What follows belongs to an exercise in optimizing a design on an open flow for small area and a short achievable clock period; a production flow would make more cautious choices.
Function was not checked in any run shown here: the RTL went through the layout flow alone.
Power is estimated from default activity; no workload was simulated.

==> design.v <==
package fpcvt_pkg;
    localparam int FLAG_W        = 3;
    localparam int FLAG_INVALID  = 2;
    localparam int FLAG_OVERFLOW = 1;
    localparam int FLAG_INEXACT  = 0;
    localparam int FP64_BIAS = 1023;
endpackage
`timescale 1ns/10ps
module fp64_to_int64 #(
    parameter int TAG_W = 4
) (
    input  logic                          clk,
    input  logic                          load,
    input  logic [63:0]                   in_data,
    input  logic [TAG_W-1:0]              in_tag,
    output logic [63:0]                   q_word,
    output logic                          q_sign,
    output logic [fpcvt_pkg::FLAG_W-1:0]  q_flags,
    output logic [TAG_W-1:0]              q_tag
);
    logic        s;
    logic [10:0] e;
    logic [51:0] m;
    logic        m_nz;
    logic        is_nan, too_big, below_one, at_one;
    logic [5:0]  amt;
    logic [5:0]  k;
    logic [64:0] sh [0:6];
    logic [51:0] fmask;
    logic        inexact_n;
    logic [63:0] nxt_word;
    logic [fpcvt_pkg::FLAG_W-1:0] nxt_flags;
    assign s = in_data[63];
    assign e = in_data[62:52];
    assign m = in_data[51:0];
    assign m_nz = |m;
    assign is_nan    = (e == 11'h7ff) && m_nz;
    assign too_big   = e[10] && ((e[9:6] != 4'd0) || (e[5:0] == 6'd63)
                     || ((e[5:0] == 6'd62) && !(s && !m_nz)));
    assign below_one = !e[10] && (e[9:0] != 10'h3ff);
    assign at_one    = !e[10] && (e[9:0] == 10'h3ff);
    assign amt   = ~e[5:0];
    assign sh[0] = {1'b1, m, 12'd0};
    for (genvar j = 0; j < 6; j++) begin : g_sh
        localparam int D = 1 << (5 - j);
        assign sh[j+1] = amt[5-j] ? {{D{1'b0}}, sh[j][64:D]} : sh[j];
    end
    assign k = e[5:0] + 6'd1;
    always_comb begin
        for (int i = 0; i < 52; i++) begin
            fmask[i] = (7'(k) + 7'(i)) < 7'd52;
        end
    end
    assign inexact_n = |(m & fmask);
    always_comb begin
        nxt_word  = '0;
        nxt_flags = '0;
        if (is_nan) begin
            nxt_flags[fpcvt_pkg::FLAG_INVALID] = 1'b1;
        end else if (too_big) begin
            nxt_word = s ? 64'h8000_0000_0000_0000 : 64'h7fff_ffff_ffff_ffff;
            nxt_flags[fpcvt_pkg::FLAG_OVERFLOW] = 1'b1;
        end else if (below_one) begin
            nxt_flags[fpcvt_pkg::FLAG_INEXACT] = (e != 11'd0) || m_nz;
        end else if (at_one) begin
            nxt_word  = 64'd1;
            nxt_flags[fpcvt_pkg::FLAG_INEXACT] = m_nz;
        end else begin
            nxt_word  = sh[6][63:0];
            nxt_flags[fpcvt_pkg::FLAG_INEXACT] = inexact_n;
        end
    end
    always_ff @(posedge clk) begin
        if (load) begin
            q_word  <= nxt_word;
            q_sign   <= s;
            q_flags <= nxt_flags;
            q_tag   <= in_tag;
        end
    end
endmodule
`timescale 1ns/10ps
module int64_to_fp64 #(
    parameter int TAG_W = 4
) (
    input  logic                 clk,
    input  logic                 load,
    input  logic [63:0]          in_data,
    input  logic [TAG_W-1:0]     in_tag,
    output logic [63:0]          q_word,
    output logic                 q_sticky,
    output logic [TAG_W-1:0]     q_tag
);
    logic        s;
    logic [63:0] x;
    logic [63:0] d;
    logic [5:0]  lzd;
    logic [63:0] xs [0:6];
    logic        low_nz;
    logic        is_zero;
    logic        pow2neg;
    logic [10:0] exp_v;
    logic [63:0] nxt_word;
    assign x = in_data;
    assign s = x[63];
    assign d[0] = 1'b1;
    assign d[63:1] = x[63:1] ^ x[62:0];
    lzc64 u_lzc (.v(d), .cnt(lzd));
    assign xs[0] = x;
    for (genvar j = 0; j < 6; j++) begin : g_sh
        localparam int D = 1 << (5 - j);
        assign xs[j+1] = lzd[5-j] ? {xs[j][63-D:0], {D{1'b0}}} : xs[j];
    end
    assign low_nz  = |xs[6][9:0];
    assign is_zero = (x == 64'd0);
    assign pow2neg = s && !(|(~x[63:1] & x[62:0]));
    assign exp_v   = 11'd1085 - 11'(lzd) + 11'(pow2neg);
    always_comb begin
        nxt_word = {s, exp_v, xs[6][61:10]};
        if (is_zero) nxt_word = '0;
    end
    always_ff @(posedge clk) begin
        if (load) begin
            q_word    <= nxt_word;
            q_sticky  <= low_nz;
            q_tag     <= in_tag;
        end
    end
endmodule
module lzc64 (
    input  logic [63:0] v,
    output logic [5:0]  cnt
);
    logic [31:0] v1;  logic [0:0] c1 [0:31];
    logic [15:0] v2;  logic [1:0] c2 [0:15];
    logic [7:0]  v3;  logic [2:0] c3 [0:7];
    logic [3:0]  v4;  logic [3:0] c4 [0:3];
    logic [1:0]  v5;  logic [4:0] c5 [0:1];
    always_comb begin
        for (int i = 0; i < 32; i++) begin
            v1[i] = v[2*i+1] | v[2*i];
            c1[i] = !v[2*i+1];
        end
        for (int i = 0; i < 16; i++) begin
            v2[i] = v1[2*i+1] | v1[2*i];
            c2[i] = v1[2*i+1] ? {1'b0, c1[2*i+1]} : {1'b1, c1[2*i]};
        end
        for (int i = 0; i < 8; i++) begin
            v3[i] = v2[2*i+1] | v2[2*i];
            c3[i] = v2[2*i+1] ? {1'b0, c2[2*i+1]} : {1'b1, c2[2*i]};
        end
        for (int i = 0; i < 4; i++) begin
            v4[i] = v3[2*i+1] | v3[2*i];
            c4[i] = v3[2*i+1] ? {1'b0, c3[2*i+1]} : {1'b1, c3[2*i]};
        end
        for (int i = 0; i < 2; i++) begin
            v5[i] = v4[2*i+1] | v4[2*i];
            c5[i] = v4[2*i+1] ? {1'b0, c4[2*i+1]} : {1'b1, c4[2*i]};
        end
        cnt = v5[1] ? {1'b0, c5[1]} : {1'b1, c5[0]};
    end
endmodule
`timescale 1ns/10ps
module result_arbiter #(
    parameter int TAG_W = 4
) (
    input  logic                         clk,
    input  logic                         rst,
    input  logic                         f2i_valid,
    output logic                         f2i_ready,
    input  logic                         i2f_valid,
    output logic                         i2f_ready,
    output logic                         load0,
    output logic                         load1,
    input  logic [63:0]                  word0,
    input  logic                         sign0,
    input  logic [fpcvt_pkg::FLAG_W-1:0] flags0,
    input  logic [TAG_W-1:0]             tag0,
    input  logic [63:0]                  word1,
    input  logic                         sticky1,
    input  logic [TAG_W-1:0]             tag1,
    output logic                         res_valid,
    input  logic                         res_ready,
    output logic [63:0]                  res_data,
    output logic [fpcvt_pkg::FLAG_W-1:0] res_flags,
    output logic [TAG_W-1:0]             res_tag,
    output logic                         res_src
);
    logic held0, held1, prio, grant1;
    logic n_held0, n_held1, n_prio;
    logic take0, take1, xfer;
    logic [63:0] w;
    logic        neg;
    logic [63:0] below;    
    logic [63:0] flip;
    assign res_valid = held0 | held1;
    assign res_src   = grant1;
    assign take0     = res_ready & !grant1;
    assign take1     = res_ready & grant1;
    assign f2i_ready = !held0 | take0;
    assign i2f_ready = !held1 | take1;
    assign load0     = f2i_valid & f2i_ready;
    assign load1     = i2f_valid & i2f_ready;
    assign xfer      = res_valid & res_ready;
    always_comb begin
        n_held0 = load0 | (held0 & !take0);
        n_held1 = load1 | (held1 & !take1);
        n_prio  = xfer ? !grant1 : prio;
        if (rst) begin
            n_held0 = 1'b0;
            n_held1 = 1'b0;
            n_prio  = 1'b0;
        end
    end
    always_ff @(posedge clk) begin
        held0  <= n_held0;
        held1  <= n_held1;
        prio   <= n_prio;
        grant1 <= n_held1 & (!n_held0 | n_prio);
    end
    assign w   = grant1 ? word1 : word0;
    assign neg = grant1 ? word1[63] : sign0;
    always_comb begin
        logic [63:0] p;
        p = {w[62:0], grant1 & sticky1};
        for (int l = 0; l < 6; l++) begin
            for (int i = 0; i < 64; i++) begin
                if ((i >> l) & 1)
                    p[i] = p[i] | p[((i >> l) << l) - 1];
            end
        end
        below = p;
    end
    always_comb begin
        flip = {64{neg}} & below;
        flip[63:52] = flip[63:52] & {12{!grant1}};
    end
    assign res_data  = w ^ flip;
    assign res_flags = grant1 ? {2'b00, sticky1} : flags0;
    assign res_tag   = grant1 ? tag1 : tag0;
endmodule
`timescale 1ns/10ps
module fpcvt_top #(
    parameter int TAG_W = 4
) (
    input  logic                         clk,
    input  logic                         rst,
    input  logic                         f2i_valid,
    output logic                         f2i_ready,
    input  logic [63:0]                  f2i_data,
    input  logic [TAG_W-1:0]             f2i_tag,
    input  logic                         i2f_valid,
    output logic                         i2f_ready,
    input  logic [63:0]                  i2f_data,
    input  logic [TAG_W-1:0]             i2f_tag,
    output logic                         res_valid,
    input  logic                         res_ready,
    output logic [63:0]                  res_data,
    output logic [fpcvt_pkg::FLAG_W-1:0] res_flags,
    output logic [TAG_W-1:0]             res_tag,
    output logic                         res_src
);
    logic                         load0, load1;
    logic [63:0]                  word0, word1;
    logic                         sign0, sticky1;
    logic [fpcvt_pkg::FLAG_W-1:0] flags0;
    logic [TAG_W-1:0]             tag0, tag1;
    fp64_to_int64 #(.TAG_W(TAG_W)) u_f2i (
        .clk     (clk),
        .load    (load0),
        .in_data (f2i_data),
        .in_tag  (f2i_tag),
        .q_word  (word0),
        .q_sign  (sign0),
        .q_flags (flags0),
        .q_tag   (tag0)
    );
    int64_to_fp64 #(.TAG_W(TAG_W)) u_i2f (
        .clk       (clk),
        .load      (load1),
        .in_data   (i2f_data),
        .in_tag    (i2f_tag),
        .q_word    (word1),
        .q_sticky  (sticky1),
        .q_tag     (tag1)
    );
    result_arbiter #(.TAG_W(TAG_W)) u_arb (
        .clk       (clk),
        .rst       (rst),
        .f2i_valid (f2i_valid),
        .f2i_ready (f2i_ready),
        .i2f_valid (i2f_valid),
        .i2f_ready (i2f_ready),
        .load0     (load0),
        .load1     (load1),
        .word0     (word0),
        .sign0     (sign0),
        .flags0    (flags0),
        .tag0      (tag0),
        .word1     (word1),
        .sticky1   (sticky1),
        .tag1      (tag1),
        .res_valid (res_valid),
        .res_ready (res_ready),
        .res_data  (res_data),
        .res_flags (res_flags),
        .res_tag   (res_tag),
        .res_src   (res_src)
    );
endmodule
==> run.sh <==
#!/bin/bash
# synth_recipe.tcl (not shown) runs the flow's synth.tcl, then flattens the netlist and writes it again
# the make line also repeats each setting of config.mk as NAME=value (left out here)
make -C /OpenROAD-flow-scripts/flow DESIGN_CONFIG=/design/flow/config.mk WORK_HOME=/design/flow/orfs CLKGATE_MAP_FILE= SYNTH_SCRIPT=/design/flow/synth_recipe.tcl finish
==> config.mk <==
export PLATFORM = sky130hd
export DESIGN_NAME = fpcvt_top
export DESIGN_NICKNAME = fpcvt_top
export VERILOG_FILES = /design/flow/design.v
export SDC_FILE = /design/flow/constraint.sdc
export NUM_CORES = 4
export LEC_CHECK = 0
export ABC_AREA = 1
export CAP_MARGIN = 20
export CORE_MARGIN = 2
export CORE_UTILIZATION = 40
export SETUP_SLACK_MARGIN = 0.4
export SLEW_MARGIN = 20
==> constraint.sdc <==
create_clock -name core_clock -period 7.0 [get_ports {clk}]
set_input_delay 1.4000 -clock core_clock [delete_from_list [all_inputs] [get_ports {clk}]]
set_output_delay 1.4000 -clock core_clock [all_outputs]
set_load 0.01 [all_outputs]
==> flow_metrics.py, run 1 <==
metrics = {
    "clock_tree": {
        "postCtsSetupBuffers": 0,
        "cts_inserted_buffers": 17,
        "cts_sinks": 145,
        "cts_resized": 0,
        "hold_buffers": 0,
        "clk_pin_slew_ns": 0.06,
        "root_buffer": "clkbuf_16",
        "cts_buffer_depth": 2,
        "insertion_delay_ns": 0.45,
        "cts_tree": "built",
        "htreeDepth": 4,
    },
    "critical_path": {
        "max_stage_delay_ns": 0.68,
        "r2r-start": "u_arb.grant1",
        "worstReg2RegEnd": "u_i2f.q_word[11]",
        "crit_top_cell": "inv_2",
        "critPathSlowestCell": "dfxtp_4",
        "ff2ff_setup_slack_ns": 4.19,
        "critPathLaunchType": "flip-flop",
        "r2r_cells": 4,
        "worst-path-max-fanout": 43,
        "worstPathCellList": "inv_2 > or2_1 > o21ai_1 > inv_2 > nor2_1 > nand3_1 > nor2_2 > nand2_1 > nor2_4 > nand2_4 > nor2_4 > inv_2 > nand2_1 > xor2_1 > clkdlybuf4s50_1",
        "crit_required_ns": 5.60,
        "crit_type": "flip-flop to output port",
        "cp-end-kind": "output port",
        "cp.arrival_ns": 4.46,
    },
    "drt": {
        "routed_via_density": 5.87,
        "wire_per_inst_um": 21.8,
        "via_count": 23500,
        "drtAntennaViolNets": 0,
        "drc": 0,
        "wl_um": 87200,
        "drt_iter0_drc": 2879,
        "drtPass1Iterations": 6,
    },
    "place": {
        "place_congestion": 1.02,
        "dpl_cell_area_mm2": 0.0218,
        "hpwl_um": 69300,
        "io_buffer_count": 215,
    },
    "power_and_ir_drop": {
        "ir_worst_vdd_uv": 155,
        "powerDensity_mw_per_mm2": 164,
        "p_leak_nw": 10.1,
    },
    "floorplan": {
        "die_area_mm2": 0.0505,
        "core_area_mm2": 0.0479,
        "io_pins": 216,
        "initial_utilization": 0.407,
        "die_x_um": 225,
        "die_y_um": 225,
        "rows": 80,
    },
    "logic_synthesis": {
        "syn_avg_cell_area_um2": 5.92,
        "syn-cell-area_mm2": 0.0195,
        "yosysWarnings": 11,
        "synthesis.nets": 3483,
        "synthTopCellsByArea": "edfxtp_1 (22%), nand2_1 (21%), nand3_1 (11%)",
        "ys_ff_latch": 145,
        "ys_top_cells_by_count": "nand2_1 (1095), nand3_1 (431), o21ai_0 (275)",
        "synth-edff-count": 141,
        "yosysTopAreaCell": "edfxtp_1",
        "yosysMostFrequentCell": "nand2_1",
        "synth_cells": 3297,
        "synth_top_area_frac": 0.217,
        "ys_types": 61,
        "seq_area_frac_synth": 0.221,
        "async_flop_share": 0,
        "synth_ff_type": "edfxtp_1",
    },
    "timing": {
        "worst_slew_pin_slew_ns": 1.02,
        "min_period_over_period": 0.837,
        "finalMaxSlewViolations": 0,
        "setup_viol": 0,
        "setup_tns_ns": 0,
        "skew_ns": 0.00752,
        "rsz0062_at_grt": "false",
        "hold_viol": 0,
        "max_slew_margin": 0.318,
        "period_minus_slack_ns": 5.86,
        "max_freq_ghz": 0.171,
    },
    "global_routing": {
        "met1_usage": 0.442,
        "grt_pass1_vias": 21700,
        "use_met2": 0.568,
        "use_met3": 0.0438,
        "grt_start_max_net_pins": 72,
        "busiest_layer": "met2",
        "overflow": 0,
        "grt_pass1_wl_um": 131000,
        "grtUsageTotal": 0.339,
        "grt_antenna_before_repair": 2,
    },
    "layout": {
        "layout.nets": 3556,
        "drive_gt1_frac": 0.0532,
        "final_area_mm2": 0.0224,
        "area.growth.synth_to_final_pct": 15.0,
    },
    "run": {
        "max_cap_violations": 0,
    },
    "run_status": {
        "outcome": "complete, no violations",
    },
    "min_path": {
        "hold_depth": 2,
        "min-delay-start": "u_arb.prio",
        "whs_endpoint": "u_arb.prio",
        "hold_path.class": "flip-flop to flip-flop",
    },
}
placed cells by master (no fill, tap or decap), drive strengths merged, types with 4 or more instances in the layout:
master,Yosys,final
nand2,1107,1107
nand3,437,437
o21ai,320,320
nor2,275,275
inv,250,258
clkdlybuf4s50,0,211
a21oi,148,148
edfxtp,141,141
ha,45,45
mux2i,42,42
buf,98,42
xor2,41,41
nand4,38,38
o211ai,37,37
or2,33,33
xnor2,30,30
a31oi,28,28
nor3,26,26
nor4,21,21
o22ai,17,17
clkbuf,101,17
o31ai,12,12
clkinv,2,7
o21a,6,6
o21bai,6,6
o221ai,6,6
o2111ai,4,4
dfxtp,4,4
registers in the layout, summed over array words and instances (netlist names), 3 cells and up:
register and cells:
u_i2f.q_tag 4, u_f2i.q_word 64, u_i2f.q_word 64, u_f2i.q_tag 4, u_f2i.q_flags 3
worst max-delay path: cells and delay by family (launching register included):
family	cells	cell delay [ns]
and+or+nand+nor	9	1.74
buffers and inverters	4	1.16
DFF	1	0.68
xor gates and xnor gates	1	0.20
AOI/OAI and AO/OA	1	0.17
power by group:
group	internal [W]	leakage (nW)	switching [W]	total [W]
combinational	0.000597	8.39	0.00103	0.00162
sequential	0.00106	1.41	0.0000520	0.00111
clock	0.000515	0.298	0.000429	0.000944
final cells by class:
type | count | area [µm²]
antenna | 1 | 2.50
clock buffer | 17 | 425
clock inverter | 15 | 191
fill | 5143 | 25500
inverter | 252 | 946
multi-input combinational | 2701 | 13400
sequential | 145 | 4320
tap | 615 | 769
timing repair buffer | 253 | 2430
per-stage QoR:
step	instances	util	hold WS [ns]	power (W)	setup slack, ns
after floorplan	3297	-	0.446	0.00207	2.01
final	3999	0.468	0.484	0.00368	1.14
after global placement	3965	0.455	0.467	0.00272	1.16
after CTS	3997	0.467	0.486	0.00367	1.16
after global routing	3998	0.468	0.515	0.00388	0.800
after detailed placement	3965	0.455	0.471	0.00273	1.25
worst max-delay path by stage:
stage | cells past startpoint | from | slack [ns] | to
after floorplan | 2 | res_ready | 2.01 | u_f2i.q_flags[0]
after global placement | 15 | i2f_data[34] | 1.16 | u_i2f.q_word[62]
after detailed placement | 15 | i2f_data[34] | 1.25 | u_i2f.q_word[62]
after CTS | 16 | u_arb.grant1 | 1.16 | res_data[62]
after global routing | 15 | u_arb.grant1 | 0.80 | res_data[47]
final | 15 | u_arb.grant1 | 1.14 | res_data[47]
layer usage:
layer / share of wire / routed length [µm] / up-vias
met3: 0.073 / 6360 / 190
met1: 0.41 / 36100 / 10900
li1: - / - / 11200
met2: 0.47 / 40900 / 1126
met5: 0 / 0 / -
met4: 0.044 / 3860 / 0
kinds of logic after synthesis:
| logic type | share of synthesized area |
|---|---|
| xor gates and xnor gates | 0.0319 |
| buffers and inverters | 0.0963 |
| muxes | 0.0228 |
| AOI/OAI and AO/OA | 0.171 |
| and+or+nand+nor | 0.428 |
| DFF | 0.221 |
| adders and majority gates | 0.0289 |
==> run 2, diff against run 1 <==
--- a/config.mk
+++ b/config.mk
@@ -10,4 +10,4 @@
 export CORE_MARGIN = 2
 export CORE_UTILIZATION = 40
-export SETUP_SLACK_MARGIN = 0.4
+export SETUP_SLACK_MARGIN = 2.5
 export SLEW_MARGIN = 20
==> run 2 against run 1 <==
  * Largest power group unchanged
  * Largest cell class unchanged
  * Global-route usage rose by 0.76 points
  * Synthesized cell count unchanged
  * Highest routed layer unchanged
  * Count of clock-buffer cells in the layout stayed put
  * Die area is the same
  * Worst hold slack improved by 0.0053 ns
  * Routed wire length is 5.5% higher
==> flow_metrics.py, run 2 <==
metrics = {
    "run_status": {
        "outcome": "complete, no violations",
    },
    "logic_synthesis": {
        "syn_avg_cell_area_um2": 5.92,
        "seq_area_frac_synth": 0.221,
        "syn-cell-area_mm2": 0.0195,
        "synth_ff_type": "edfxtp_1",
        "ys_ff_latch": 145,
        "synth_top_area_frac": 0.217,
        "yosysMostFrequentCell": "nand2_1",
        "ys_types": 61,
        "synth-edff-count": 141,
        "yosysWarnings": 11,
        "ys_top_cells_by_count": "nand2_1 (1095), nand3_1 (431), o21ai_0 (275)",
        "synthTopCellsByArea": "edfxtp_1 (22%), nand2_1 (21%), nand3_1 (11%)",
        "synthesis.nets": 3483,
        "async_flop_share": 0,
        "yosysTopAreaCell": "edfxtp_1",
        "synth_cells": 3297,
    },
    "floorplan": {
        "core_area_mm2": 0.0479,
        "io_pins": 216,
        "die_x_um": 225,
        "rows": 80,
        "die_area_mm2": 0.0505,
        "die_y_um": 225,
        "initial_utilization": 0.407,
    },
    "power_and_ir_drop": {
        "combPwrFrac": 0.461,
        "clkPwrFrac": 0.241,
        "intPower_w": 0.00219,
        "ir_worst_vdd_uv": 140,
        "netSwitchingPower_w": 0.00156,
        "pwr-share-seq": 0.297,
        "powerDensity_mw_per_mm2": 155,
        "switching_share": 0.415,
        "p_leak_nw": 11.1,
    },
    "min_path": {
        "hold_path.class": "flip-flop to flip-flop",
    },
    "critical_path": {
        "critPathBufInv": 7,
        "critPathSlowestCell": "dfxtp_4",
        "critPathLaunchType": "flip-flop",
        "cp-end-kind": "output port",
        "cp.arrival_ns": 3.16,
        "crit_required_ns": 5.60,
        "cp_top_family": "buffers and inverters",
        "worst-path-max-fanout": 8,
        "worstPathCellList": "buf_12 > buf_16 > buf_8 > o21a_1 > nor2_4 > nand3_4 > nor2_4 > nand2_2 > nor2_4 > buf_12 > nand2_8 > nor2_4 > buf_6 > buf_4 > a21oi_2 > xnor2_1 > buf_2",
        "crit_top_cell": "nor2_4",
        "crit_type": "flip-flop to output port",
        "max_stage_delay_ns": 0.41,
    },
    "drt": {
        "wire_per_inst_um": 22.4,
        "wl_met2_um": 43500,
        "via_count": 24400,
        "drtAntennaViolNets": 0,
        "drc": 0,
        "top_layer": "met4",
        "routed_via_density": 5.95,
        "wl_met3_um": 6970,
        "drt_iter0_drc": 3048,
        "met1_length_um": 37400,
        "drtPass1Iterations": 6,
        "wl_um": 91900,
    },
    "layout": {
        "mostFrequentLayoutCells": "nand2_1 (1060), nand3_1 (425), o21ai_0 (263), nor2_1 (242), inv_1 (219)",
        "drive_gt1_frac": 0.121,
        "reg_top3": "u_f2i.q_word: 64 flops, u_i2f.q_word: 64 flops",
        "ff_latch_area_mm2": 0.00432,
        "layout_commonest_cell": "nand2_1",
        "multi_input_area_mm2": 0.0141,
        "num-fill-cells": 4987,
        "area.growth.synth_to_final_pct": 24.1,
        "layout.nets": 3655,
    },
    "clock_tree": {
        "cts_tree": "built",
        "cts_sinks": 145,
        "cts_buffer_depth": 2,
        "htreeDepth": 4,
        "clk_pin_slew_ns": 0.07,
        "insertion_delay_ns": 0.44,
        "root_buffer": "clkbuf_16",
        "cts_inserted_buffers": 17,
        "hold_buffers": 0,
    },
    "global_routing": {
        "overflow": 0,
        "grtUsageTotal": 0.347,
        "grt_pass1_vias": 22700,
        "grt_antenna_before_repair": 2,
        "grt_pass1_wl_um": 134000,
        "grt_start_max_net_pins": 74,
    },
    "timing": {
        "max_freq_ghz": 0.219,
        "rsz0062_at_grt": "true",
        "worst_slew_pin_slew_ns": 1.08,
        "skew_ns": 0.0147,
        "worst_slack_ns": 2.44,
        "min_period_over_period": 0.651,
        "setup_viol": 0,
        "hold_viol": 0,
        "setup_tns_ns": 0,
        "period_minus_slack_ns": 4.56,
        "finalMaxSlewViolations": 0,
        "max_slew_margin": 0.281,
    },
    "place": {
        "place_congestion": 0.994,
        "pre_cts_ws_ns": 1.44,
        "io_buffer_count": 215,
        "hpwl_um": 68400,
    },
    "run": {
        "max_cap_violations": 0,
    },
}
## run 2: through the flow
stage / util / hold WS [ns] / cells / cell area (µm²) / total power (W)
2_1_floorplan: - / 0.446 / 3297 / 19500 / 0.00207
4_1_cts: 0.486 / 0.492 / 4052 / 23300 / 0.00366
6_report: 0.505 / 0.489 / 4098 / 24200 / 0.00375
3_5_place_dp: 0.454 / 0.477 / 3961 / 21800 / 0.00272
5_1_grt: 0.505 / 0.538 / 4097 / 24200 / 0.00394
3_3_place_gp: 0.454 / 0.466 / 3961 / 21800 / 0.00271
## run 2: worst paths after layout
check                                       end         start  slack (ns)  depth (start not counted)
worst min register to register       u_arb.prio    u_arb.prio        0.49                          2
worst max-delay path               res_data[48]  u_arb.grant1        2.44                         17
worst max register to register  u_f2i.q_word[5]  u_arb.grant1        4.30                          6
worst min-delay path                 u_arb.prio    u_arb.prio        0.49                          2
## run 2: tightest hold or removal path, stage by stage (launching register included)
cell     delay, ns
dfxtp_1       0.31
a21oi_1       0.07
nor2_1        0.08
## run 2: logic make-up after synthesis
logic type / Yosys count / share of synthesized area
adder cells (fa/ha/maj): 45 / 0.0289
multiplexers: 42 / 0.0228
XOR/XNOR: 71 / 0.0319
AO/OA/AOI/OAI: 598 / 0.171
buffers and inverters: 451 / 0.0963
AND/OR/NAND/NOR: 1945 / 0.428
flip-flops: 145 / 0.221
## run 2: cell type report
cell class	instances	area share
Clock buffer	17	0.0176
Timing Repair inverter	3	0.00124
Inverter	252	0.0435
Clock inverter	15	0.00620
Timing Repair Buffer	344	0.139
Tap cell	615	0.0318
Antenna cell	1	0.000103
Multi-Input combinational cell	2706	0.583
Sequential cell	145	0.178
## run 2: what timing repair did
action	CTS	global route
setup endpoints to repair	172	155
buffers inserted	51	37
pin swaps	32	41
resized for setup	254	163
cloned	8	8
## run 2: power by group through the flow
stage	Clock, W	Combinational [W]	Sequential [W]
4_1_cts	0.000908	0.00164	0.00111
5_1_grt	0.000944	0.00188	0.00112
3_5_place_dp	0	0.00159	0.00113
3_3_place_gp	0	0.00158	0.00113
2_1_floorplan	0	0.000980	0.00109
6_report	0.000906	0.00173	0.00111
## run 2: metal layers
| layer | track usage | vias to the layer above |
|---|---|---|
| li1 | - | 11400 |
| met1 | 0.448 | 11400 |
| met2 | 0.590 | 1297 |
| met3 | 0.0414 | 239 |
| met4 | 0.135 | 0 |
| met5 | 0 | - |
==> run 3, diff against run 2 <==
--- a/config.mk
+++ b/config.mk
@@ -10,4 +10,4 @@
 export CORE_MARGIN = 2
 export CORE_UTILIZATION = 40
-export SETUP_SLACK_MARGIN = 2.5
+export SETUP_SLACK_MARGIN = 3.4
 export SLEW_MARGIN = 20
==> run 3 against run 2 <==
  * Still clean
  * Non-clock buffer count up 298
  * Critical path depth decreased by 3
  * First-iteration DRC count rose by 49%
  * Clock power grew 8.8%
  * Final area increased by 34%
  * Flip-flop and latch count is the same
  * Setup slack lost 0.16 ns
  * Via count up 18%
  * Synthesized cell count unchanged
  * Combinational power up 38%
  * Critical endpoint is now res_data[45]
  * Highest routed layer is now met5
==> flow_metrics.py, run 3 <==
metrics = {
    "clock_tree": {
        "cts_sinks": 145,
        "root_buffer": "clkbuf_16",
        "hold_buffers": 0,
        "htreeDepth": 4,
        "cts_tree": "built",
        "clk_pin_slew_ns": 0.06,
        "insertion_delay_ns": 0.45,
        "cts_buffer_depth": 2,
        "cts_inserted_buffers": 17,
    },
    "global_routing": {
        "grt_antenna_before_repair": 5,
        "grt_pass1_vias": 24900,
        "grt_pass1_wl_um": 150000,
        "overflow": 0,
        "grt_start_max_net_pins": 69,
        "grtUsageTotal": 0.392,
    },
    "timing": {
        "setup_viol": 0,
        "max_freq_ghz": 0.212,
        "finalMaxSlewViolations": 0,
        "hold_viol": 0,
        "max_slew_margin": 0.0614,
        "period_minus_slack_ns": 4.72,
        "setup_tns_ns": 0,
        "rsz0062_at_grt": "true",
        "min_period_over_period": 0.675,
        "worst_slew_pin_slew_ns": 1.39,
        "skew_ns": 0.0103,
    },
    "logic_synthesis": {
        "seq_area_frac_synth": 0.221,
        "synthTopCellsByArea": "edfxtp_1 (22%), nand2_1 (21%), nand3_1 (11%)",
        "ys_ff_latch": 145,
        "async_flop_share": 0,
        "yosysMostFrequentCell": "nand2_1",
        "synth_cells": 3297,
        "synth-edff-count": 141,
        "synth_ff_type": "edfxtp_1",
        "syn_avg_cell_area_um2": 5.92,
        "ys_top_cells_by_count": "nand2_1 (1095), nand3_1 (431), o21ai_0 (275)",
        "syn-cell-area_mm2": 0.0195,
        "yosysTopAreaCell": "edfxtp_1",
        "synthesis.nets": 3483,
        "ys_types": 61,
        "synth_top_area_frac": 0.217,
        "yosysWarnings": 11,
    },
    "run_status": {
        "outcome": "complete, no violations",
    },
    "critical_path": {
        "critPathLaunchType": "flip-flop",
        "max_stage_delay_ns": 0.42,
        "cp.arrival_ns": 3.32,
        "ff2ff_setup_slack_ns": 4.54,
        "worst-path-max-fanout": 8,
        "crit_type": "flip-flop to output port",
        "r2r_cells": 7,
        "worstReg2RegEnd": "u_i2f.q_word[12]",
        "cp-end-kind": "output port",
        "critPathSlowestCell": "dfxtp_4",
        "crit_required_ns": 5.60,
        "worstPathCellList": "buf_16 > buf_4 > buf_6 > mux2i_2 > nand4_1 > nor2_1 > nand2_4 > nor2_4 > buf_12 > nand2_8 > bufbuf_16 > o21ai_2 > xor2_2 > buf_2",
        "r2r-start": "u_arb.grant1",
    },
    "min_path": {
        "hold_depth": 2,
        "hold_path.class": "flip-flop to flip-flop",
        "whs_endpoint": "u_arb.prio",
        "min-delay-start": "u_arb.prio",
    },
    "place": {
        "place_congestion": 1.01,
        "dpl_cell_area_mm2": 0.0227,
        "io_buffer_count": 215,
        "hpwl_um": 69900,
    },
    "floorplan": {
        "die_x_um": 225,
        "die_area_mm2": 0.0505,
        "rows": 80,
        "io_pins": 216,
        "initial_utilization": 0.407,
        "die_y_um": 225,
        "core_area_mm2": 0.0479,
    },
    "layout": {
        "num-fill-cells": 3807,
        "layout.nets": 3978,
        "mostFrequentLayoutCells": "nand2_1 (857), buf_4 (274), nand3_1 (214), o21ai_0 (203), nand2_2 (186)",
        "area.growth.synth_to_final_pct": 66.6,
        "layout_commonest_cell": "nand2_1",
        "drive_gt1_frac": 0.425,
        "reg_top3": "u_f2i.q_word: 64 flops, u_i2f.q_word: 64 flops",
        "final_area_mm2": 0.0325,
    },
    "drt": {
        "via_count": 28800,
        "drtAntennaViolNets": 0,
        "routed_via_density": 6.50,
        "wl_met2_um": 51200,
        "wl_um": 119000,
        "drtPass1Iterations": 10,
        "wl_met3_um": 14600,
        "wire_per_inst_um": 27.0,
        "met1_length_um": 42600,
        "top_layer": "met5",
        "drt_iter0_drc": 4549,
        "drc": 0,
    },
    "run": {
        "max_cap_violations": 0,
    },
    "power_and_ir_drop": {
        "powerDensity_mw_per_mm2": 138,
        "ir_worst_vdd_uv": 144,
        "p_leak_nw": 14.1,
    },
}
==> run 3: cell count changes in the layout (fill, tap and decap cells not counted), sizes merged <==
cell           previous run  this run
buf                     153       506
clkdlybuf4s50           142        54
clkbuf                   25        53
nand2                  1111      1122
dlygate4sd2              17         9
o21ai                   321       328
clkdlybuf4s15             5        11
bufbuf                    3         8
clkinvlp                  6         9
bufinv                    2         4
diode                     1         3
dlymetal6s2s             16        18
inv                     252       254
==> run 3: cell type report <==
cell class	instances	area (µm²)	area share
diodes	3	7.51	0.000231
clock buffers	17	425	0.0131
clock inverters	15	195	0.00601
inverters	252	1270	0.0392
multi-input cells	2724	18700	0.576
flip-flops and latches	145	4320	0.133
well taps	615	769	0.0237
repair buffers	642	6700	0.206
repair inverters	10	101	0.00312
==> run 3: worst max-delay path: cells and delay by family, from the launching register on <==
kind,cells,cell delay [ns]
compound gates,1,0.15
xor+xnor,1,0.18
buf+inv,6,1.05
flops,1,0.42
mux,1,0.28
simple gates,5,0.77
==> run 3: report_power, final <==
group / switching (W) / leakage [nW] / internal [W] / total, W
clock: 0.000415 / 0.303 / 0.000571 / 0.000986
combinational: 0.00147 / 12.4 / 0.000916 / 0.00239
sequential: 0.0000563 / 1.41 / 0.00106 / 0.00112
==> run 3: logic make-up (layout without fill, tap and decap cells) <==
kind of cell | count (synthesis) | after routing | synth area share
AND/OR/NAND/NOR | 1945 | 1960 | 0.428
AO/OA/AOI/OAI | 598 | 606 | 0.171
buffers and inverters | 451 | 936 | 0.0963
flip-flops | 145 | 145 | 0.221
XOR/XNOR | 71 | 71 | 0.0319
adder cells (fa/ha/maj) | 45 | 45 | 0.0289
multiplexers | 42 | 42 | 0.0228
other | 0 | 3 | 0
==> run 3: worst max path at each step <==
stage,cells past startpoint,endpoint,slack [ns],startpoint
3_5_place_dp,19,u_i2f.q_word[4],1.29,i2f_data[38]
5_1_grt,15,res_data[26],2.17,u_arb.grant1
6_report,14,res_data[45],2.28,u_arb.grant1
3_3_place_gp,18,u_i2f.q_word[26],1.20,i2f_data[38]
2_1_floorplan,20,u_i2f.q_word[62],3.19,i2f_data[15]
4_1_cts,16,res_data[52],2.47,u_arb.grant1
==> run 3: metal layers <==
layer / vias up / global-route usage
met4: 6 / 0.200
met1: 13300 / 0.498
li1: 12200 / -
met3: 884 / 0.0554
met2: 2388 / 0.649
met5: - / 0
==> run 3: through the flow <==
stage,total power (W),instances,hold WS (ns),setup WS [ns],utilization
after floorplan,0.00216,3297,0.446,3.19,-
after global placement,0.00279,3962,0.461,1.20,0.473
after detailed placement,0.00281,3962,0.499,1.29,0.473
after CTS,0.00401,4243,0.515,2.47,0.573
after global routing,0.00464,4420,0.558,2.17,0.677
final,0.00449,4423,0.519,2.28,0.678
==> run 3: what timing repair did <==
| item | CTS | global route |
|---|---|---|
| buffers inserted | 202 | 155 |
| setup endpoints to repair | 202 | 191 |
| pin swaps | 133 | 356 |
| cloned | 47 | 22 |
| resized for setup | 1010 | 908 |
==> run 4, diff against run 3 <==
--- a/config.mk
+++ b/config.mk
@@ -10,4 +10,4 @@
 export CORE_MARGIN = 2
 export CORE_UTILIZATION = 40
-export SETUP_SLACK_MARGIN = 3.4
+export SETUP_SLACK_MARGIN = 3.0
 export SLEW_MARGIN = 20
==> run 4 against run 3 <==
  * Final cell count shrank 4.5%
  * Die area is the same
  * First-iteration DRC count shrank 31%
  * Combinational power shrank 22%
  * Core utilization shrank 12 points
  * Routed wire length shrank 19%
  * Sequential power is essentially flat
  * Maximum frequency grew 1.1%
  * Non-clock buffer count shrank 178
  * Critical endpoint is now res_data[26]
==> flow_metrics.py, run 4 <==
metrics = {
    "global_routing": {
        "grt_start_max_net_pins": 72,
        "grt_pass1_vias": 23400,
        "grt_pass1_wl_um": 140000,
        "grt_antenna_before_repair": 1,
        "overflow": 0,
        "grtUsageTotal": 0.364,
    },
    "floorplan": {
        "core_area_mm2": 0.0479,
        "die_x_um": 225,
        "io_pins": 216,
        "rows": 80,
        "die_y_um": 225,
        "initial_utilization": 0.407,
        "die_area_mm2": 0.0505,
    },
    "logic_synthesis": {
        "async_flop_share": 0,
        "synth-edff-count": 141,
        "ys_types": 61,
        "yosysMostFrequentCell": "nand2_1",
        "synth_ff_type": "edfxtp_1",
        "syn_avg_cell_area_um2": 5.92,
        "seq_area_frac_synth": 0.221,
        "ys_ff_latch": 145,
        "synthTopCellsByArea": "edfxtp_1 (22%), nand2_1 (21%), nand3_1 (11%)",
        "synth_cells": 3297,
        "synth_top_area_frac": 0.217,
        "syn-cell-area_mm2": 0.0195,
        "yosysTopAreaCell": "edfxtp_1",
        "ys_top_cells_by_count": "nand2_1 (1095), nand3_1 (431), o21ai_0 (275)",
        "yosysWarnings": 11,
        "synthesis.nets": 3483,
    },
    "drt": {
        "drtAntennaViolNets": 0,
        "drt_iter0_drc": 3121,
        "wire_per_inst_um": 23.0,
        "via_count": 25400,
        "drtPass1Iterations": 7,
        "drc": 0,
        "routed_via_density": 6.00,
        "wl_um": 97000,
    },
    "layout": {
        "n_antenna_cell": 0,
        "drive_gt1_frac": 0.217,
        "mostFrequentLayoutCells": "nand2_1 (1031), nand3_1 (394), o21ai_0 (259), nor2_1 (214), inv_1 (191)",
        "layout.nets": 3783,
        "final_area_mm2": 0.0265,
        "reg_top3": "u_f2i.q_word: 64 flops, u_i2f.q_word: 64 flops",
        "area.growth.synth_to_final_pct": 35.9,
        "layout_commonest_cell": "nand2_1",
        "finalNonFillerCells": 4225,
    },
    "critical_path": {
        "cp.arrival_ns": 3.27,
        "ff2ff_setup_slack_ns": 4.16,
        "worst-path-max-fanout": 8,
        "crit_top_cell": "nand4_1",
        "cp_top_family": "simple AND/OR/NAND/NOR gates",
        "worstPathCellList": "buf_12 > buf_16 > buf_4 > mux2i_4 > nand4_1 > nor2_1 > nand2_2 > nor2_4 > buf_6 > nand4_1 > nor2_2 > a21oi_2 > xnor2_1 > buf_2",
        "crit_type": "flip-flop to output port",
        "critPathLaunchType": "flip-flop",
        "crit_required_ns": 5.60,
        "cp-end-kind": "output port",
        "critPathSlowestCell": "dfxtp_4",
        "critPathBufInv": 5,
        "max_stage_delay_ns": 0.51,
    },
    "timing": {
        "finalMaxSlewViolations": 0,
        "max_slew_margin": 0.305,
        "setup_viol": 0,
        "hold_viol": 0,
        "rsz0062_at_grt": "true",
        "period_minus_slack_ns": 4.67,
        "setup_tns_ns": 0,
        "max_freq_ghz": 0.214,
        "min_period_over_period": 0.667,
        "skew_ns": 0.00978,
        "worst_slew_pin_slew_ns": 1.04,
    },
    "clock_tree": {
        "cts_tree": "built",
        "hold_buffers": 0,
        "clk_pin_slew_ns": 0.07,
        "root_buffer": "clkbuf_16",
        "cts_buffer_depth": 2,
        "htreeDepth": 4,
        "cts_sinks": 145,
        "cts_inserted_buffers": 17,
        "insertion_delay_ns": 0.45,
    },
    "power_and_ir_drop": {
        "pwr-share-seq": 0.285,
        "netSwitchingPower_w": 0.00169,
        "combPwrFrac": 0.477,
        "p_leak_nw": 12.1,
        "clkPwrFrac": 0.237,
        "switching_share": 0.432,
        "intPower_w": 0.00223,
        "powerDensity_mw_per_mm2": 148,
        "total_power_w": 0.00392,
        "ir_worst_vdd_uv": 188,
    },
    "run_status": {
        "outcome": "complete, no violations",
    },
    "place": {
        "hpwl_um": 69500,
        "io_buffer_count": 215,
        "dp.cells": 3967,
        "dpl_cell_area_mm2": 0.0218,
        "place_congestion": 1.03,
    },
    "min_path": {
        "hold_path.class": "flip-flop to flip-flop",
    },
    "run": {
        "max_cap_violations": 0,
    },
}
## run 4: cell counts after synthesis
No cell type changed its count.
## run 4: timing repair
item | 4_1_cts | 5_1_grt
cloned | 22 | 10
setup endpoints to repair | 197 | 183
buffers inserted | 107 | 87
gates resized for setup | 627 | 323
hold endpoints to repair | 0 | 0
pin swaps | 85 | 105
## run 4: power by group through the flow
| stage | clock network [W] | registers [W] | logic [W] |
|---|---|---|---|
| floorplan | 0 | 0.00109 | 0.000985 |
| global placement | 0 | 0.00113 | 0.00159 |
| detailed placement | 0 | 0.00113 | 0.00160 |
| CTS | 0.000939 | 0.00111 | 0.00172 |
| global route | 0.000967 | 0.00112 | 0.00201 |
| finish | 0.000931 | 0.00112 | 0.00187 |
## run 4: worst register-to-register path, cell delays in order (launching register included)
cell	delay (ns)
dfxtp_4	0.43
buf_4	0.20
buf_4	0.15
inv_6	0.20
a21oi_2	0.13
nor2_4	0.64
buf_4	0.67
## run 4: layout make-up
cell class,count,area [µm²]
multi-input combinational,2714,15300
clock buffer,17,425
timing repair buffer,464,4430
fill,4707,21400
tap,615,769
sequential,145,4320
clock inverter,15,181
inverter,252,1070
timing repair inverter,3,33.8
## run 4: path summary, 6_finish.rpt
check | from | endpoint | depth (start not counted)
setup / recovery | u_arb.grant1 | res_data[26] | 14
setup reg to reg | u_arb.grant1 | u_f2i.q_word[0] | 6
hold / removal | u_arb.prio | u_arb.prio | 2
hold reg to reg | u_arb.prio | u_arb.prio | 2
## run 4: metal layers
layer,wire (µm),global-route usage,vias up
met1,38600,0.476,11900
met2,45000,0.610,1454
met4,5220,0.149,2
met3,8220,0.0417,308
li1,-,-,11700
met5,13,0,-
## run 4: cells by family after synthesis
logic type,Yosys count,share of synthesized area
XOR/XNOR,71,0.0319
AND/OR/NAND/NOR,1945,0.428
flip-flops,145,0.221
buffers and inverters,451,0.0963
AO/OA/AOI/OAI,598,0.171
adder cells (fa/ha/maj),45,0.0289
multiplexers,42,0.0228
## run 4: stage by stage
step	setup slack [ns]	utilization	hold slack (ns)
after floorplan	3.00	-	0.446
after global placement	1.15	0.456	0.473
after detailed placement	1.13	0.456	0.476
after CTS	2.42	0.515	0.494
after global routing	2.23	0.553	0.533
final	2.33	0.553	0.492
==> run 5, diff against run 4 <==
--- a/design.v
+++ b/design.v
@@ -15,5 +15,5 @@
     input  logic [TAG_W-1:0]              in_tag,
     output logic [63:0]                   q_word,
-    output logic                          q_sign,
+    output logic                          q_cin,
     output logic [fpcvt_pkg::FLAG_W-1:0]  q_flags,
     output logic [TAG_W-1:0]              q_tag
@@ -41,8 +41,8 @@
     assign at_one    = !e[10] && (e[9:0] == 10'h3ff);
     assign amt   = ~e[5:0];
-    assign sh[0] = {1'b1, m, 12'd0};
+    assign sh[0] = {1'b1, m, 12'd0} ^ {65{s}};
     for (genvar j = 0; j < 6; j++) begin : g_sh
         localparam int D = 1 << (5 - j);
-        assign sh[j+1] = amt[5-j] ? {{D{1'b0}}, sh[j][64:D]} : sh[j];
+        assign sh[j+1] = amt[5-j] ? {{D{s}}, sh[j][64:D]} : sh[j];
     end
     assign k = e[5:0] + 6'd1;
@@ -54,15 +54,15 @@
     assign inexact_n = |(m & fmask);
     always_comb begin
-        nxt_word  = '0;
+        nxt_word  = {64{s}};
         nxt_flags = '0;
         if (is_nan) begin
             nxt_flags[fpcvt_pkg::FLAG_INVALID] = 1'b1;
         end else if (too_big) begin
-            nxt_word = s ? 64'h8000_0000_0000_0000 : 64'h7fff_ffff_ffff_ffff;
+            nxt_word = 64'h7fff_ffff_ffff_ffff;
             nxt_flags[fpcvt_pkg::FLAG_OVERFLOW] = 1'b1;
         end else if (below_one) begin
             nxt_flags[fpcvt_pkg::FLAG_INEXACT] = (e != 11'd0) || m_nz;
         end else if (at_one) begin
-            nxt_word  = 64'd1;
+            nxt_word  = {{63{s}}, !s};
             nxt_flags[fpcvt_pkg::FLAG_INEXACT] = m_nz;
         end else begin
@@ -74,5 +74,5 @@
         if (load) begin
             q_word  <= nxt_word;
-            q_sign   <= s;
+            q_cin   <= s;
             q_flags <= nxt_flags;
             q_tag   <= in_tag;
@@ -89,5 +89,6 @@
     input  logic [TAG_W-1:0]     in_tag,
     output logic [63:0]          q_word,
-    output logic                 q_sticky,
+    output logic                 q_cin,
+    output logic                 q_inexact,
     output logic [TAG_W-1:0]     q_tag
 );
@@ -97,4 +98,5 @@
     logic [5:0]  lzd;
     logic [63:0] xs [0:6];
+    logic [63:0] z;
     logic        low_nz;
     logic        is_zero;
@@ -112,4 +114,5 @@
         assign xs[j+1] = lzd[5-j] ? {xs[j][63-D:0], {D{1'b0}}} : xs[j];
     end
+    assign z = xs[6] ^ {64{s}};
     assign low_nz  = |xs[6][9:0];
     assign is_zero = (x == 64'd0);
@@ -117,5 +120,5 @@
     assign exp_v   = 11'd1085 - 11'(lzd) + 11'(pow2neg);
     always_comb begin
-        nxt_word = {s, exp_v, xs[6][61:10]};
+        nxt_word = {s, exp_v, z[61:10]};
         if (is_zero) nxt_word = '0;
     end
@@ -123,5 +126,6 @@
         if (load) begin
             q_word    <= nxt_word;
-            q_sticky  <= low_nz;
+            q_cin     <= s && !low_nz;
+            q_inexact <= low_nz;
             q_tag     <= in_tag;
         end
@@ -174,9 +178,10 @@
     output logic                         load1,
     input  logic [63:0]                  word0,
-    input  logic                         sign0,
+    input  logic                         cin0,
     input  logic [fpcvt_pkg::FLAG_W-1:0] flags0,
     input  logic [TAG_W-1:0]             tag0,
     input  logic [63:0]                  word1,
-    input  logic                         sticky1,
+    input  logic                         cin1,
+    input  logic                         inexact1,
     input  logic [TAG_W-1:0]             tag1,
     output logic                         res_valid,
@@ -191,7 +196,7 @@
     logic take0, take1, xfer;
     logic [63:0] w;
-    logic        neg;
-    logic [63:0] below;    
-    logic [63:0] flip;
+    logic        cin;
+    logic [63:0] ones;    
+    logic [63:0] carry;
     assign res_valid = held0 | held1;
     assign res_src   = grant1;
@@ -220,22 +225,22 @@
     end
     assign w   = grant1 ? word1 : word0;
-    assign neg = grant1 ? word1[63] : sign0;
+    assign cin = grant1 ? cin1  : cin0;
     always_comb begin
         logic [63:0] p;
-        p = {w[62:0], grant1 & sticky1};
+        p = w;
         for (int l = 0; l < 6; l++) begin
             for (int i = 0; i < 64; i++) begin
                 if ((i >> l) & 1)
-                    p[i] = p[i] | p[((i >> l) << l) - 1];
+                    p[i] = p[i] & p[((i >> l) << l) - 1];
             end
         end
-        below = p;
+        ones = {p[62:0], 1'b1};
     end
     always_comb begin
-        flip = {64{neg}} & below;
-        flip[63:52] = flip[63:52] & {12{!grant1}};
+        carry = {64{cin}} & ones;
+        carry[63:52] = carry[63:52] & {12{!grant1}};
     end
-    assign res_data  = w ^ flip;
-    assign res_flags = grant1 ? {2'b00, sticky1} : flags0;
+    assign res_data  = w ^ carry;
+    assign res_flags = grant1 ? {2'b00, inexact1} : flags0;
     assign res_tag   = grant1 ? tag1 : tag0;
 endmodule
@@ -263,6 +268,7 @@
     logic                         load0, load1;
     logic [63:0]                  word0, word1;
-    logic                         sign0, sticky1;
+    logic                         cin0, cin1;
     logic [fpcvt_pkg::FLAG_W-1:0] flags0;
+    logic                         inexact1;
     logic [TAG_W-1:0]             tag0, tag1;
     fp64_to_int64 #(.TAG_W(TAG_W)) u_f2i (
@@ -272,5 +278,5 @@
         .in_tag  (f2i_tag),
         .q_word  (word0),
-        .q_sign  (sign0),
+        .q_cin   (cin0),
         .q_flags (flags0),
         .q_tag   (tag0)
@@ -282,5 +288,6 @@
         .in_tag    (i2f_tag),
         .q_word    (word1),
-        .q_sticky  (sticky1),
+        .q_cin     (cin1),
+        .q_inexact (inexact1),
         .q_tag     (tag1)
     );
@@ -295,9 +302,10 @@
         .load1     (load1),
         .word0     (word0),
-        .sign0     (sign0),
+        .cin0      (cin0),
         .flags0    (flags0),
         .tag0      (tag0),
         .word1     (word1),
-        .sticky1   (sticky1),
+        .cin1      (cin1),
+        .inexact1  (inexact1),
         .tag1      (tag1),
         .res_valid (res_valid),
--- a/config.mk
+++ b/config.mk
@@ -6,8 +6,8 @@
 export NUM_CORES = 4
 export LEC_CHECK = 0
-export ABC_AREA = 1
+export ABC_CLOCK_PERIOD_IN_PS = 3800
 export CAP_MARGIN = 20
 export CORE_MARGIN = 2
 export CORE_UTILIZATION = 40
-export SETUP_SLACK_MARGIN = 3.0
+export SETUP_SLACK_MARGIN = 3.2
 export SLEW_MARGIN = 20
==> run 5 against run 4 <==
  * Still clean
  * Sequential power about the same
  * Final area increased by 23%
  * Critical endpoint is now res_data[63]
  * Register-to-register slack improved by 0.33 ns
  * Synthesized area increased by 13%
  * Highest routed layer is now met4
  * Combinational power increased by 34%
  * Flip-flop and latch count increased by 1
  * Largest cell class unchanged
  * Global-route usage increased by 2.1 points
==> flow_metrics.py, run 5 <==
metrics = {
    "logic_synthesis": {
        "syn-cell-area_mm2": 0.0220,
        "seq_area_frac_synth": 0.198,
        "yosysTopAreaCell": "edfxtp_1",
        "yosysMostFrequentCell": "mux2i_1",
        "synthTopCellsByArea": "edfxtp_1 (19%), mux2i_1 (16%), nor2_1 (4.9%)",
        "synth-edff-count": 142,
        "async_flop_share": 0,
        "synth_cells": 2843,
        "synth_ff_type": "edfxtp_1",
        "ys_top_cells_by_count": "mux2i_1 (343), nor2_1 (287), nand2_1 (271)",
        "ys_types": 105,
        "synthesis.nets": 3030,
        "ys_ff_latch": 146,
        "syn_avg_cell_area_um2": 7.73,
        "yosysWarnings": 11,
        "synth_top_area_frac": 0.194,
    },
    "clock_tree": {
        "insertion_delay_ns": 0.44,
        "cts_sinks": 146,
        "clk_pin_slew_ns": 0.07,
        "cts_buffer_depth": 2,
        "cts_tree": "built",
        "root_buffer": "clkbuf_16",
        "htreeDepth": 4,
        "cts_inserted_buffers": 17,
    },
    "critical_path": {
        "critPathBufInv": 3,
        "startpoint": "u_arb.grant1",
        "r2r_cells": 6,
        "critPathLaunchType": "flip-flop",
        "r2r-start": "u_arb.grant1",
        "worstPathCellList": "buf_12 > nand3b_4 > a22o_4 > or3_4 > or4_4 > nor4b_4 > buf_6 > and3_4 > nand4_4 > or2_1 > xor2_1 > o21ai_2 > buf_6",
        "crit_cells": 13,
        "cp.arrival_ns": 3.85,
        "critPathSlowestCell": "or4_4",
        "ff2ff_setup_slack_ns": 4.49,
        "worst-path-max-fanout": 8,
        "crit_type": "flip-flop to output port",
        "critical_path.endpoint": "res_data[63]",
        "crit_top_cell": "buf_6",
        "cp-end-kind": "output port",
        "worstReg2RegEnd": "u_i2f.q_word[62]",
        "cp_top_family": "simple AND/OR/NAND/NOR gates",
        "max_stage_delay_ns": 0.57,
        "crit_required_ns": 5.60,
    },
    "global_routing": {
        "grt_antenna_before_repair": 0,
        "grt_start_max_net_pins": 83,
        "grt_pass1_vias": 25200,
        "overflow": 0,
        "grtUsageTotal": 0.386,
        "grt_pass1_wl_um": 165000,
    },
    "layout": {
        "layout.nets": 3423,
        "mostFrequentLayoutCells": "mux2i_1 (276), buf_4 (273), nand2_1 (253), nor2_1 (247), a21oi_1 (148)",
        "num-fill-cells": 4647,
        "layout_commonest_cell": "mux2i_1",
        "multi_input_area_mm2": 0.0199,
        "ff_latch_area_mm2": 0.00435,
        "drive_gt1_frac": 0.359,
        "final_area_mm2": 0.0326,
        "reg_top3": "u_f2i.q_word: 64 flops, u_i2f.q_word: 64 flops",
        "area.growth.synth_to_final_pct": 48.3,
    },
    "drt": {
        "drt_iter0_drc": 3436,
        "drtAntennaViolNets": 0,
        "wl_um": 117000,
        "via_count": 26800,
        "wire_per_inst_um": 29.7,
        "routed_via_density": 6.78,
        "drtPass1Iterations": 9,
        "drc": 0,
    },
    "timing": {
        "max_freq_ghz": 0.190,
        "setup_viol": 0,
        "period_minus_slack_ns": 5.25,
        "rsz0062_at_grt": "true",
        "finalMaxSlewViolations": 0,
        "worst_slew_pin_slew_ns": 1.02,
        "setup_tns_ns": 0,
        "min_period_over_period": 0.750,
        "skew_ns": 0.0128,
        "hold_viol": 0,
        "max_slew_margin": 0.319,
    },
    "place": {
        "place_congestion": 1.08,
        "io_buffer_count": 215,
        "dpl_cell_area_mm2": 0.0256,
        "hpwl_um": 77900,
    },
    "floorplan": {
        "die_area_mm2": 0.0568,
        "die_y_um": 238,
        "die_x_um": 238,
        "core_area_mm2": 0.0540,
        "initial_utilization": 0.407,
        "rows": 85,
        "io_pins": 216,
    },
    "run": {
        "max_cap_violations": 0,
    },
    "run_status": {
        "outcome": "complete, no violations",
    },
    "power_and_ir_drop": {
        "ir_worst_vdd_uv": 173,
        "p_leak_nw": 12.4,
        "powerDensity_mw_per_mm2": 140,
    },
    "min_path": {
        "hold_path.class": "flip-flop to flip-flop",
    },
}
[run 5: changes by cell type after synthesis, sizes merged, moves of 83 or more]
cell	delta
o21ai	-161
mux2i	+301
xnor2	+83
inv	-155
nand2	-835
nand3	-348
[run 5: worst min path at each step]
stage | startpoint | slack, ns | depth (start not counted) | end
2_1_floorplan | u_arb.prio | 0.47 | 2 | u_arb.prio
3_3_place_gp | u_arb.prio | 0.49 | 2 | u_arb.prio
3_5_place_dp | u_arb.prio | 0.53 | 2 | u_arb.prio
4_1_cts | u_arb.prio | 0.54 | 2 | u_arb.prio
5_1_grt | u_arb.prio | 0.60 | 2 | u_arb.prio
6_report | u_arb.prio | 0.54 | 2 | u_arb.prio
[run 5: worst min-delay path, cell delays in order (launching register included)]
cell     delay (ns)
dfxtp_1        0.33
a21oi_1        0.12
nor2_1         0.05
[run 5: layer usage]
layer | share of wire | routed length [µm] | vias up | track usage
met5 | 0 | 0 | - | 0
met4 | 0.081 | 9440 | 0 | 0.241
met3 | 0.092 | 10800 | 592 | 0.0714
met2 | 0.44 | 52100 | 1845 | 0.614
met1 | 0.38 | 44800 | 12900 | 0.482
li1 | - | - | 11400 | -
[run 5: kinds of logic after synthesis]
family | Yosys count | share of synthesized area
compound gates | 761 | 0.230
simple gates | 917 | 0.203
mux | 411 | 0.194
flops | 146 | 0.198
fa+ha+maj | 47 | 0.0266
buf+inv | 358 | 0.0666
xor+xnor | 203 | 0.0822
[run 5: through the flow]
stage          setup slack (ns)  total power, W   util  instances  hold slack, ns
2_1_floorplan              2.55         0.00241      -       2843           0.472
3_3_place_gp              0.948         0.00306  0.474       3569           0.490
3_5_place_dp              0.991         0.00307  0.474       3569           0.527
4_1_cts                    1.77         0.00436  0.570       3849           0.536
5_1_grt                    1.58         0.00473  0.603       3945           0.596
6_report                   1.75         0.00458  0.603       3947           0.544
[run 5: power by group]
part           total, W  switching, W  internal (W)
Clock          0.000945      0.000407      0.000537
Sequential      0.00113     0.0000723       0.00106
Combinational   0.00250       0.00143       0.00107
[run 5: area by class of cell]
type	instances	share of cell area
multi-input cells	2346	0.610
repair buffers	627	0.196
flip-flops and latches	146	0.133
well taps	696	0.0267
inverters	98	0.0152
clock buffers	18	0.0132
clock inverters	14	0.00530
diodes	2	0.000154
[run 5: timing repair]
action | CTS | global route
cloned | 28 | 7
pin swaps | 136 | 124
endpoints found under the setup margin | 202 | 189
gates resized for setup | 872 | 352
hold buffers | 0 | 0
buffers inserted | 220 | 89
endpoints found under the hold margin | 0 | 0
==> run 6, diff against run 5 <==
--- a/config.mk
+++ b/config.mk
@@ -6,8 +6,7 @@
 export NUM_CORES = 4
 export LEC_CHECK = 0
-export ABC_CLOCK_PERIOD_IN_PS = 3800
 export CAP_MARGIN = 20
 export CORE_MARGIN = 2
 export CORE_UTILIZATION = 40
-export SETUP_SLACK_MARGIN = 3.2
+export SETUP_SLACK_MARGIN = 0.4
 export SLEW_MARGIN = 20
==> run 6 against run 5 <==
  * Via count down 11%
  * Core utilization down 13 points
  * Setup slack worse by 1.1 ns
  * Register-to-register slack better by 0.13 ns
  * Clock power up 8%
  * Critical endpoint unchanged
  * Sequential power about the same
  * Flip-flop and latch count unchanged
  * First-iteration DRC count down 17%
  * Largest cell class unchanged
  * Sequential share of layout area up 3.8 points
  * Final cell count down 8.1%
==> flow_metrics.py, run 6 <==
metrics = {
    "run_status": {
        "outcome": "complete, no violations",
    },
    "timing": {
        "period_minus_slack_ns": 6.40,
        "rsz0062_at_grt": "false",
        "worst_slew_pin_slew_ns": 1.09,
        "max_freq_ghz": 0.156,
        "hold_viol": 0,
        "skew_ns": 0.0157,
        "finalMaxSlewViolations": 0,
        "setup_viol": 0,
        "setup_tns_ns": 0,
        "min_period_over_period": 0.914,
        "max_slew_margin": 0.275,
    },
    "critical_path": {
        "crit_required_ns": 5.60,
        "worstReg2RegEnd": "u_i2f.q_word[59]",
        "r2r_cells": 5,
        "worst-path-max-fanout": 38,
        "ff2ff_setup_slack_ns": 4.62,
        "crit_type": "flip-flop to output port",
        "r2r-start": "u_arb.grant1",
        "cp-end-kind": "output port",
        "cp.arrival_ns": 5.00,
        "critPathLaunchType": "flip-flop",
    },
    "logic_synthesis": {
        "ys_top_cells_by_count": "mux2i_1 (343), nor2_1 (287), nand2_1 (271)",
        "synthTopCellsByArea": "edfxtp_1 (19%), mux2i_1 (16%), nor2_1 (4.9%)",
        "async_flop_share": 0,
        "yosysWarnings": 11,
        "syn_avg_cell_area_um2": 7.73,
        "ys_ff_latch": 146,
        "syn-cell-area_mm2": 0.0220,
        "synthesis.nets": 3030,
        "ys_types": 105,
        "yosysTopAreaCell": "edfxtp_1",
        "synth_top_area_frac": 0.194,
        "seq_area_frac_synth": 0.198,
        "synth_cells": 2843,
        "synth-edff-count": 142,
        "yosysMostFrequentCell": "mux2i_1",
        "synth_ff_type": "edfxtp_1",
    },
    "drt": {
        "wl_um": 102000,
        "drt_iter0_drc": 2836,
        "via_count": 23800,
        "drc": 0,
        "routed_via_density": 6.56,
        "drtPass1Iterations": 7,
        "drtAntennaViolNets": 0,
        "wire_per_inst_um": 28.1,
    },
    "floorplan": {
        "initial_utilization": 0.407,
        "rows": 85,
        "die_area_mm2": 0.0568,
        "die_x_um": 238,
        "io_pins": 216,
        "die_y_um": 238,
        "core_area_mm2": 0.0540,
    },
    "layout": {
        "mostFrequentLayoutCells": "mux2i_1 (343), nor2_1 (286), nand2_1 (271), clkdlybuf4s50_1 (207), a21oi_1 (184)",
        "area.growth.synth_to_final_pct": 15.5,
        "finalNonFillerCells": 3627,
        "drive_gt1_frac": 0.0922,
        "layout.nets": 3104,
        "layout_commonest_cell": "mux2i_1",
        "reg_top3": "u_f2i.q_word: 64 flops, u_i2f.q_word: 64 flops",
    },
    "min_path": {
        "hold_depth": 2,
        "hold_path.class": "flip-flop to flip-flop",
        "min-delay-start": "u_arb.prio",
        "whs_endpoint": "u_arb.prio",
    },
    "place": {
        "hpwl_um": 79000,
        "io_buffer_count": 215,
        "dp.cells": 3593,
        "place_congestion": 1.02,
    },
    "global_routing": {
        "grtUsageTotal": 0.350,
        "grt_pass1_vias": 22500,
        "grt_antenna_before_repair": 1,
        "grt_start_max_net_pins": 83,
        "overflow": 0,
        "grt_pass1_wl_um": 148000,
    },
    "run": {
        "max_cap_violations": 0,
    },
    "clock_tree": {
        "cts_sinks": 146,
        "cts_inserted_buffers": 17,
        "hold_buffers": 0,
        "cts_tree": "built",
        "insertion_delay_ns": 0.47,
        "clk_pin_slew_ns": 0.06,
        "root_buffer": "clkbuf_16",
        "htreeDepth": 4,
        "cts_buffer_depth": 2,
    },
    "power_and_ir_drop": {
        "ir_worst_vdd_uv": 173,
        "p_leak_nw": 9.39,
        "powerDensity_mw_per_mm2": 158,
    },
}
run 6: changes by cell type in the layout (fill, tap and decap cells not counted), moves of 39 or more:
cell | previous run | this run
buf_6 | 79 | 0
buf_4 | 273 | 102
buf_2 | 50 | 3
inv_1 | 40 | 92
mux2i_4 | 39 | 0
o21ai_0 | 101 | 150
clkdlybuf4s50_1 | 45 | 207
nor2_1 | 247 | 286
mux2i_1 | 276 | 343
run 6: area by class of cell:
| cell class | count | area, µm² |
|---|---|---|
| clock buffer | 18 | 429 |
| fill | 5402 | 28600 |
| tap | 696 | 871 |
| timing repair buffer | 315 | 2910 |
| inverter | 98 | 368 |
| clock inverter | 14 | 211 |
| multi-input combinational | 2339 | 16200 |
| sequential | 146 | 4350 |
| antenna | 1 | 2.50 |
run 6: metal layers:
| layer | vias to the layer above | part of all wire | global-route usage |
|---|---|---|---|
| met4 | 0 | 0.055 | 0.170 |
| li1 | 10700 | - | - |
| met1 | 11500 | 0.39 | 0.436 |
| met2 | 1259 | 0.47 | 0.588 |
| met5 | - | 0 | 0 |
| met3 | 292 | 0.081 | 0.0581 |
run 6: how the worst max path moves through the flow:
stage                 startpoint          endpoint  slack, ns
floorplan           f2i_data[52]  u_f2i.q_flags[0]       1.36
global placement    i2f_data[15]  u_i2f.q_word[18]       0.86
detailed placement  u_arb.grant1      res_data[54]       0.73
CTS                 u_arb.grant1      res_data[54]       0.50
global route        u_arb.grant1      res_data[63]       0.41
finish              u_arb.grant1      res_data[63]       0.60
run 6: per-stage QoR:
step                      power, W  area, µm²  hold slack, ns   util  setup WS (ns)
after floorplan            0.00228      22000           0.472      -           1.36
after global routing       0.00420      25400           0.554  0.470          0.415
after global placement     0.00296      24700           0.492  0.457          0.862
after detailed placement   0.00297      24700           0.521  0.457          0.734
after CTS                  0.00400      25400           0.531  0.470          0.496
final                      0.00402      25400           0.537  0.470          0.600
run 6: cell families (layout without fill, tap and decap cells):
family          count (synthesis)  in the layout  share of synthesized area
flops                         146            146                      0.198
other cells                     0              1                          0
xor+xnor                      203            203                     0.0822
compound gates                761            761                      0.230
fa+ha+maj                      47             47                     0.0266
buf+inv                       358            445                     0.0666
simple gates                  917            917                      0.203
mux                           411            411                      0.194
run 6: worst max-delay path: stages (launching register included):
cell             delay (ns)
dfxtp_4                0.60
buf_4                  0.47
nand3_1                0.19
a221oi_1               0.44
nand3_1                0.16
or2_2                  0.37
nor4b_4                0.46
and3_1                 0.49
nand4_4                0.15
or2_1                  0.24
xor2_1                 0.14
o21ai_1                0.20
clkdlybuf4s50_1        0.58
run 6: what timing repair did:
item                       4_1_cts  5_1_grt
setup buffers                    1        0
gates resized for setup          0        3
setup endpoints to repair        2        4
hold endpoints to repair         0        0
pin swaps                        0        0
run 6: report_power, final:
part | switching, W | leakage [nW] | internal [W] | total (W)
clock | 0.000389 | 0.300 | 0.000629 | 0.00102
sequential | 0.0000733 | 1.35 | 0.00106 | 0.00114
combinational | 0.00113 | 7.75 | 0.000739 | 0.00187

==> re-timing with driven ports <==
The flow's constraints put no driver on any port. The routed layouts listed below were extracted and timed again, unchanged, in two steps.
Step 1 sets driving cells, clkbuf_16 on the clock port and buf_2 on the other inputs (assumed; they add their load-dependent delay and slew).
Step 2 times the ports against the registers' clock, not the clock port: input delays grow and output delays shrink by t, the midpoint of the rising clock arrivals with the driver on.
a / b / c = no drivers / after step 1 / after step 2; a / b = the first two.
run	shift t [ns]	slack for setup (ns)	worst hold slack (ns)	worst setup path after step 2
run 1	0.494	1.142 / 1.088 / 1.116	0.484 / 0.484 / 0.484	input to register
run 2	0.484	2.441 / 2.389 / 2.089	0.489 / 0.489 / 0.489	input to register
run 3	0.514	2.278 / 2.217 / 2.004	0.519 / 0.519 / 0.519	input to register
run 4	0.502	2.330 / 2.274 / 2.535	0.492 / 0.492 / 0.492	input to register
run 5	0.478	1.748 / 1.700 / 1.801	0.544 / 0.544 / 0.544	input to register
run 6	0.522	0.600 / 0.544 / 0.740	0.537 / 0.537 / 0.537	input to register
After both steps setup and hold are still met in every run listed. For run 2, which loses most, drivers alone change the setup slack by -0.052 ns; drivers and shift together by -0.352 ns.
